Context: an optimization exercise on an open-source flow, tuned for small area. The choices shown serve that exercise and are no tape-out recipe. Power and IR drop assume default switching activity.

==> module tlb_lookup_stage, before the edit <==
module tlb_lookup_stage #(
    parameter int TLB_ENTRIES = 8,
    localparam int IDX_W = $clog2(TLB_ENTRIES)
) (
    input  logic             clk,
    input  logic             rst,
    input  logic             tlb_we,
    input  logic [IDX_W-1:0] tlb_idx,
    input  logic [41:0]      tlb_wentry,    
    input  logic [19:0]      lk_vpn,
    input  logic             lk_store,
    output logic             lk_found,
    output logic             lk_v,
    output logic             lk_fault,      
    output logic [19:0]      lk_pfn
);
    logic [TLB_ENTRIES-1:0][19:0] vpn_q;
    logic [TLB_ENTRIES-1:0]       v_q;
    logic [TLB_ENTRIES-1:0][19:0] pfn_q;
    logic [TLB_ENTRIES-1:0]       d_q;
    logic [TLB_ENTRIES-1:0] wsel;
    logic [20:0]            wkey;
    assign wkey = {tlb_wentry[41:22], tlb_wentry[1]} & {21{~rst}};
    always_comb begin
        for (int i = 0; i < TLB_ENTRIES; i++) wsel[i] = tlb_we && (tlb_idx == IDX_W'(i));
    end
    always_ff @(posedge clk) begin
        for (int i = 0; i < TLB_ENTRIES; i++) begin
            if (wsel[i] || rst) begin
                vpn_q[i] <= wkey[20:1];
                v_q[i]   <= wkey[0];
            end
            if (wsel[i]) begin
                pfn_q[i] <= tlb_wentry[21:2];
                d_q[i]   <= tlb_wentry[0];
            end
        end
    end
    logic [TLB_ENTRIES-1:0] match;
    logic [TLB_ENTRIES-1:0] sel;
    always_comb begin
        for (int i = 0; i < TLB_ENTRIES; i++) match[i] = (vpn_q[i] == lk_vpn);
    end
    always_comb begin
        for (int i = 0; i < TLB_ENTRIES; i++) begin
            sel[i] = match[i];
            for (int j = 0; j < i; j++) sel[i] = sel[i] & ~match[j];
        end
    end
    always_comb begin
        lk_found = |match;
        lk_v     = 1'b0;
        lk_fault = 1'b0;
        lk_pfn   = '0;
        for (int i = 0; i < TLB_ENTRIES; i++) begin
            lk_v   = lk_v   | (sel[i] & v_q[i]);
            lk_fault = lk_fault | (sel[i] & (~v_q[i] | (lk_store & ~d_q[i])));
            lk_pfn = lk_pfn | ({20{sel[i]}} & pfn_q[i]);
        end
    end
endmodule
==> module access_check_stage, before the edit <==
module access_check_stage (
    input  logic [3:0]  op,
    input  logic        store,
    input  logic [31:0] va,
    input  logic        found,
    input  logic        v,
    input  logic        fault,
    input  logic [19:0] pfn,
    input  logic [3:0]  wstrb,
    output logic        exc,
    output logic [4:0]  tag,
    output logic [31:0] addr
);
    logic unmapped, misaligned, miss_inv;
    logic [2:0] code;
    assign unmapped = (va[31:30] == 2'b10);
    always_comb begin
        case (op)
            4'd4, 4'd7:       misaligned = (va[1:0] != 2'b00);
            4'd2, 4'd3, 4'd6: misaligned = va[0];
            default:          misaligned = 1'b0;
        endcase
    end
    assign miss_inv = !unmapped && (!found || !v);
    assign exc      = misaligned || (!unmapped && (!found || fault));
    always_comb begin
        if (misaligned)    code = store ? 3'd5 : 3'd4;
        else if (miss_inv) code = store ? 3'd3 : 3'd2;
        else               code = 3'd1;
    end
    assign tag[4]   = unmapped & va[29];
    assign tag[3:0] = exc ? {!misaligned && !unmapped && !found, code} : wstrb;
    assign addr[11:0]  = va[11:0];
    assign addr[28:12] = (exc || unmapped) ? va[28:12] : pfn[16:0];
    assign addr[31:29] = exc ? va[31:29] : (unmapped ? 3'b000 : pfn[19:17]);
endmodule
==> module mem_xlate_top, before the edit <==
module mem_xlate_top
#(
    parameter int TLB_ENTRIES = 8,
    localparam int IDX_W = $clog2(TLB_ENTRIES)
) (
    input  logic             clk,
    input  logic             rst,
    input  logic             flush,
    input  logic             req_valid,
    input  logic [3:0]       req_op,         
    input  logic [31:0]      req_vaddr,
    input  logic [31:0]      req_rt_data,
    input  logic             tlb_we,
    input  logic [IDX_W-1:0] tlb_idx,
    input  logic [41:0]      tlb_wentry,     
    output logic             out_valid,
    output logic [31:0]      out_paddr,
    output logic             out_uncached,
    output logic [3:0]       out_wstrb,
    output logic [31:0]      out_wdata,
    output logic             out_exc,
    output logic [4:0]       out_exc_code,
    output logic             out_refill,
    output logic [31:0]      out_badvaddr
);
    logic        lk_found, lk_v, lk_fault;
    logic        is_store;
    logic [19:0] lk_pfn;
    logic [3:0]  ln_wstrb;
    logic [31:0] ln_wdata;
    logic        n_exc;
    logic [4:0]  n_tag;
    logic [31:0] n_addr;
    logic [31:0] n_wdata;
    assign is_store = (req_op >= 4'd5) && (req_op <= 4'd9);
    tlb_lookup_stage #(
        .TLB_ENTRIES(TLB_ENTRIES)
    ) u_lookup (
        .clk        (clk),
        .rst        (rst),
        .tlb_we     (tlb_we),
        .tlb_idx    (tlb_idx),
        .tlb_wentry (tlb_wentry),
        .lk_vpn     (req_vaddr[31:12]),
        .lk_store   (is_store),
        .lk_found   (lk_found),
        .lk_v       (lk_v),
        .lk_fault   (lk_fault),
        .lk_pfn     (lk_pfn)
    );
    store_lane_stage u_lane (
        .op    (req_op),
        .off   (req_vaddr[1:0]),
        .rt    (req_rt_data),
        .exc   (n_exc),
        .wstrb (ln_wstrb),
        .wdata (ln_wdata)
    );
    access_check_stage u_check (
        .op    (req_op),
        .store (is_store),
        .va    (req_vaddr),
        .found (lk_found),
        .v     (lk_v),
        .fault (lk_fault),
        .pfn   (lk_pfn),
        .wstrb (ln_wstrb),
        .exc   (n_exc),
        .tag   (n_tag),
        .addr  (n_addr)
    );
    assign n_wdata = ln_wdata;
    logic [2:0]       p_valid;
    logic [2:0]       p_exc;
    logic [2:0][4:0]  p_tag;
    logic [2:0][31:0] p_addr;
    logic [2:0][31:0] p_wdata;
    always_ff @(posedge clk) begin
        if (rst) p_valid <= '0;
        else     p_valid <= {p_valid[1:0], req_valid} & {3{~flush}};
    end
    always_ff @(posedge clk) begin
        p_exc   <= {p_exc[1:0], n_exc};
        p_tag   <= {p_tag[1:0], n_tag};
        p_addr  <= {p_addr[1:0], ~n_addr};    
        p_wdata <= {p_wdata[1:0], n_wdata};
    end
    logic p_nexc;
    always_ff @(posedge clk) p_nexc <= ~p_exc[1];
    logic e;
    assign e = p_exc[2];
    assign out_valid    = p_valid[2];
    assign out_exc      = e;
    assign out_paddr    = ~(p_addr[2] | {32{e}});
    assign out_badvaddr = ~(p_addr[2] | {32{p_nexc}});
    assign out_wdata    = p_wdata[2];
    assign out_uncached = p_tag[2][4];
    assign out_wstrb    = e ? 4'b0000 : p_tag[2][3:0];
    assign out_exc_code = e ? {2'b00, p_tag[2][2:0]} : 5'd0;
    assign out_refill   = e & p_tag[2][3];
endmodule
==> flow/config.mk <==
export PLATFORM = sky130hd
export DESIGN_NAME = mem_xlate_top
export DESIGN_NICKNAME = mem_xlate_top
export VERILOG_FILES = /design/flow/design.v
export SDC_FILE = /design/flow/constraint.sdc
export NUM_CORES = 4
export LEC_CHECK = 0
export CAP_MARGIN = 20
export CORE_MARGIN = 2
export CORE_UTILIZATION = 75
export SLEW_MARGIN = 20
==> flow/constraint.sdc <==
create_clock -name core_clock -period 5.5 [get_ports {clk}]
set_input_delay 1.1000 -clock core_clock [delete_from_list [all_inputs] [get_ports {clk}]]
set_output_delay 1.1000 -clock core_clock [all_outputs]
set_load 0.01 [all_outputs]
standard.sh (not shown) runs the stock make flow with config.mk's settings and CLKGATE_MAP_FILE= SYNTH_SCRIPT=/design/flow/synth_recipe.tcl, a recipe that flattens the netlist after the stock synthesis.
==> flow/flow/run.sh <==
#!/bin/bash
# Own layout flow: the standard ORFS flow (standard.sh) with these changes
#  - synthesis: synth_recipe.tcl unchanged, but ABC maps the logic with an
#    area-recovering script (flow/synth_area.tcl, flow/abc_area.script);
#  - floorplan: the synthesis buffers are removed and every cell is set to
#    its smallest drive (flow/downsize.tcl); repair steps size up as needed;
#  - port buffers are sky130_fd_sc_hd__buf_1;
#  - clock tree: larger sink clusters, no dummy loads (flow/knobs.sh).
# Each ORFS step keeps its own log under orfs/logs/; make's output goes to
# flow_make.log here.
set -euo pipefail
here=$(pwd)
source "$here/flow/knobs.sh"
bash standard.sh \
  "SYNTH_SCRIPT=$here/flow/synth_area.tcl" \
  "FLOW_SYNTH_TCL=$here/synth_recipe.tcl" \
  "BUFFER_PORTS_ARGS=-buffer_cell sky130_fd_sc_hd__buf_1" \
  "REMOVE_ABC_BUFFERS=1" \
  "POST_FLOORPLAN_TCL=$here/flow/downsize.tcl" \
  "CTS_ARGS=$CTS_ARGS" \
  "${EXTRA[@]}" \
  finish > flow_make.log 2>&1
Other scripts of this flow, unchanged in this note and not shown: flow/flow/abc_area.script, flow/flow/downsize.tcl, flow/flow/knobs.sh, flow/flow/synth_area.tcl
Edit:
--- a/flow/design.v
+++ b/flow/design.v
@@ -6,17 +6,18 @@
     input  logic             clk,
     input  logic             rst,
     input  logic             tlb_we,
     input  logic [IDX_W-1:0] tlb_idx,
     input  logic [41:0]      tlb_wentry,    
     input  logic [19:0]      lk_vpn,
-    input  logic             lk_store,
-    output logic             lk_found,
-    output logic             lk_v,
-    output logic             lk_fault,      
-    output logic [19:0]      lk_pfn
+    input  logic             lk_store,      
+    input  logic             lk_ok,         
+    output logic             lk_found,      
+    output logic             lk_v,          
+    output logic             lk_hit,        
+    output logic [19:0]      lk_pfn         
 );
     logic [TLB_ENTRIES-1:0][19:0] vpn_q;
     logic [TLB_ENTRIES-1:0]       v_q;
     logic [TLB_ENTRIES-1:0][19:0] pfn_q;
     logic [TLB_ENTRIES-1:0]       d_q;
     logic [TLB_ENTRIES-1:0] wsel;
@@ -45,34 +46,42 @@
     always_comb begin
         for (int i = 0; i < TLB_ENTRIES; i++) begin
             sel[i] = match[i];
             for (int j = 0; j < i; j++) sel[i] = sel[i] & ~match[j];
         end
     end
+    logic [TLB_ENTRIES-1:0] use_ok;
+    logic [TLB_ENTRIES-1:0] sel_ok;
+    always_comb begin
+        for (int i = 0; i < TLB_ENTRIES; i++) begin
+            use_ok[i] = v_q[i] & (d_q[i] | ~lk_store);
+            sel_ok[i] = sel[i] & use_ok[i] & lk_ok;
+        end
+    end
     always_comb begin
         lk_found = |match;
+        lk_hit   = |sel_ok;
         lk_v     = 1'b0;
-        lk_fault = 1'b0;
         lk_pfn   = '0;
         for (int i = 0; i < TLB_ENTRIES; i++) begin
             lk_v   = lk_v   | (sel[i] & v_q[i]);
-            lk_fault = lk_fault | (sel[i] & (~v_q[i] | (lk_store & ~d_q[i])));
-            lk_pfn = lk_pfn | ({20{sel[i]}} & pfn_q[i]);
+            lk_pfn = lk_pfn | ({20{sel_ok[i]}} & pfn_q[i]);
         end
     end
 endmodule
 `timescale 1ns/1ps
 module access_check_stage (
     input  logic [3:0]  op,
     input  logic        store,
     input  logic [31:0] va,
     input  logic        found,
     input  logic        v,
-    input  logic        fault,
-    input  logic [19:0] pfn,
+    input  logic        hit,         
+    input  logic [19:0] pfn,         
     input  logic [3:0]  wstrb,
+    output logic        ok,          
     output logic        exc,
     output logic [4:0]  tag,
     output logic [31:0] addr
 );
     logic unmapped, misaligned, miss_inv;
     logic [2:0] code;
@@ -81,24 +90,25 @@
         case (op)
             4'd4, 4'd7:       misaligned = (va[1:0] != 2'b00);
             4'd2, 4'd3, 4'd6: misaligned = va[0];
             default:          misaligned = 1'b0;
         endcase
     end
+    assign ok = !unmapped && !misaligned;
+    assign exc      = !hit && (misaligned || !unmapped);
     assign miss_inv = !unmapped && (!found || !v);
-    assign exc      = misaligned || (!unmapped && (!found || fault));
     always_comb begin
         if (misaligned)    code = store ? 3'd5 : 3'd4;
         else if (miss_inv) code = store ? 3'd3 : 3'd2;
         else               code = 3'd1;
     end
     assign tag[4]   = unmapped & va[29];
     assign tag[3:0] = exc ? {!misaligned && !unmapped && !found, code} : wstrb;
     assign addr[11:0]  = va[11:0];
-    assign addr[28:12] = (exc || unmapped) ? va[28:12] : pfn[16:0];
-    assign addr[31:29] = exc ? va[31:29] : (unmapped ? 3'b000 : pfn[19:17]);
+    assign addr[28:12] = pfn[16:0] | ({17{!hit}} & va[28:12]);
+    assign addr[31:29] = pfn[19:17] | ({3{exc}} & va[31:29]);
 endmodule
 `timescale 1ns/1ps
 module store_lane_stage (
     input  logic [3:0]  op,
     input  logic [1:0]  off,
     input  logic [31:0] rt,
@@ -182,13 +192,13 @@
     output logic [31:0]      out_wdata,
     output logic             out_exc,
     output logic [4:0]       out_exc_code,
     output logic             out_refill,
     output logic [31:0]      out_badvaddr
 );
-    logic        lk_found, lk_v, lk_fault;
+    logic        lk_found, lk_v, lk_hit, lk_ok;
     logic        is_store;
     logic [19:0] lk_pfn;
     logic [3:0]  ln_wstrb;
     logic [31:0] ln_wdata;
     logic        n_exc;
     logic [4:0]  n_tag;
@@ -202,15 +212,16 @@
         .rst        (rst),
         .tlb_we     (tlb_we),
         .tlb_idx    (tlb_idx),
         .tlb_wentry (tlb_wentry),
         .lk_vpn     (req_vaddr[31:12]),
         .lk_store   (is_store),
+        .lk_ok      (lk_ok),
         .lk_found   (lk_found),
         .lk_v       (lk_v),
-        .lk_fault   (lk_fault),
+        .lk_hit     (lk_hit),
         .lk_pfn     (lk_pfn)
     );
     store_lane_stage u_lane (
         .op    (req_op),
         .off   (req_vaddr[1:0]),
         .rt    (req_rt_data),
@@ -221,15 +232,16 @@
     access_check_stage u_check (
         .op    (req_op),
         .store (is_store),
         .va    (req_vaddr),
         .found (lk_found),
         .v     (lk_v),
-        .fault (lk_fault),
+        .hit   (lk_hit),
         .pfn   (lk_pfn),
         .wstrb (ln_wstrb),
+        .ok    (lk_ok),
         .exc   (n_exc),
         .tag   (n_tag),
         .addr  (n_addr)
     );
     assign n_wdata = ln_wdata;
     logic [2:0]       p_valid;
The new run completed without violations.
Total power is about the same.
Wire length rose by about 0.8%.
Worst setup slack is worse by 0.026 ns.
Non-clock buffer count went up by 1.
Count of clock-buffer cells in the layout does not change.
Design area hardly moves.
No run of this note included a check of the RTL's function; only the layout flow was run.

-- what the ideal ports hide --
No port has a modelled driver above. Below, the same layouts with a new extraction and two added sets of constraints. Step 1 assumes that a clkbuf_16 drives the clock port and a buf_2 every other input. Step 2 adds t to the input delays and takes it off the output delays; t is the mean of the earliest and latest rising clock arrival at the registers after step 1. Input paths then give back, and output paths get back, about the clock's delay inside the block. a / b / c = ideal / step 1 / step 2; a / b = the first two.
run | t, ns | slack for setup (ns) | hold WS [ns] | worst setup path after step 2 | worst register clock-pin slew, ns
the first run | 0.580 | 0.471 / 0.497 / -0.082 | 0.280 / 0.280 / 0.280 | input to register | 0.11 / 0.11
the second run | 0.573 | 0.444 / 0.465 / -0.108 | 0.326 / 0.326 / 0.326 | input to register | 0.12 / 0.12
With both steps, setup timing fails in the first run and the second run, where it was met with ideal ports. For the first run, which loses most, drivers alone change the setup slack by +0.026 ns; drivers and shift together by -0.553 ns.
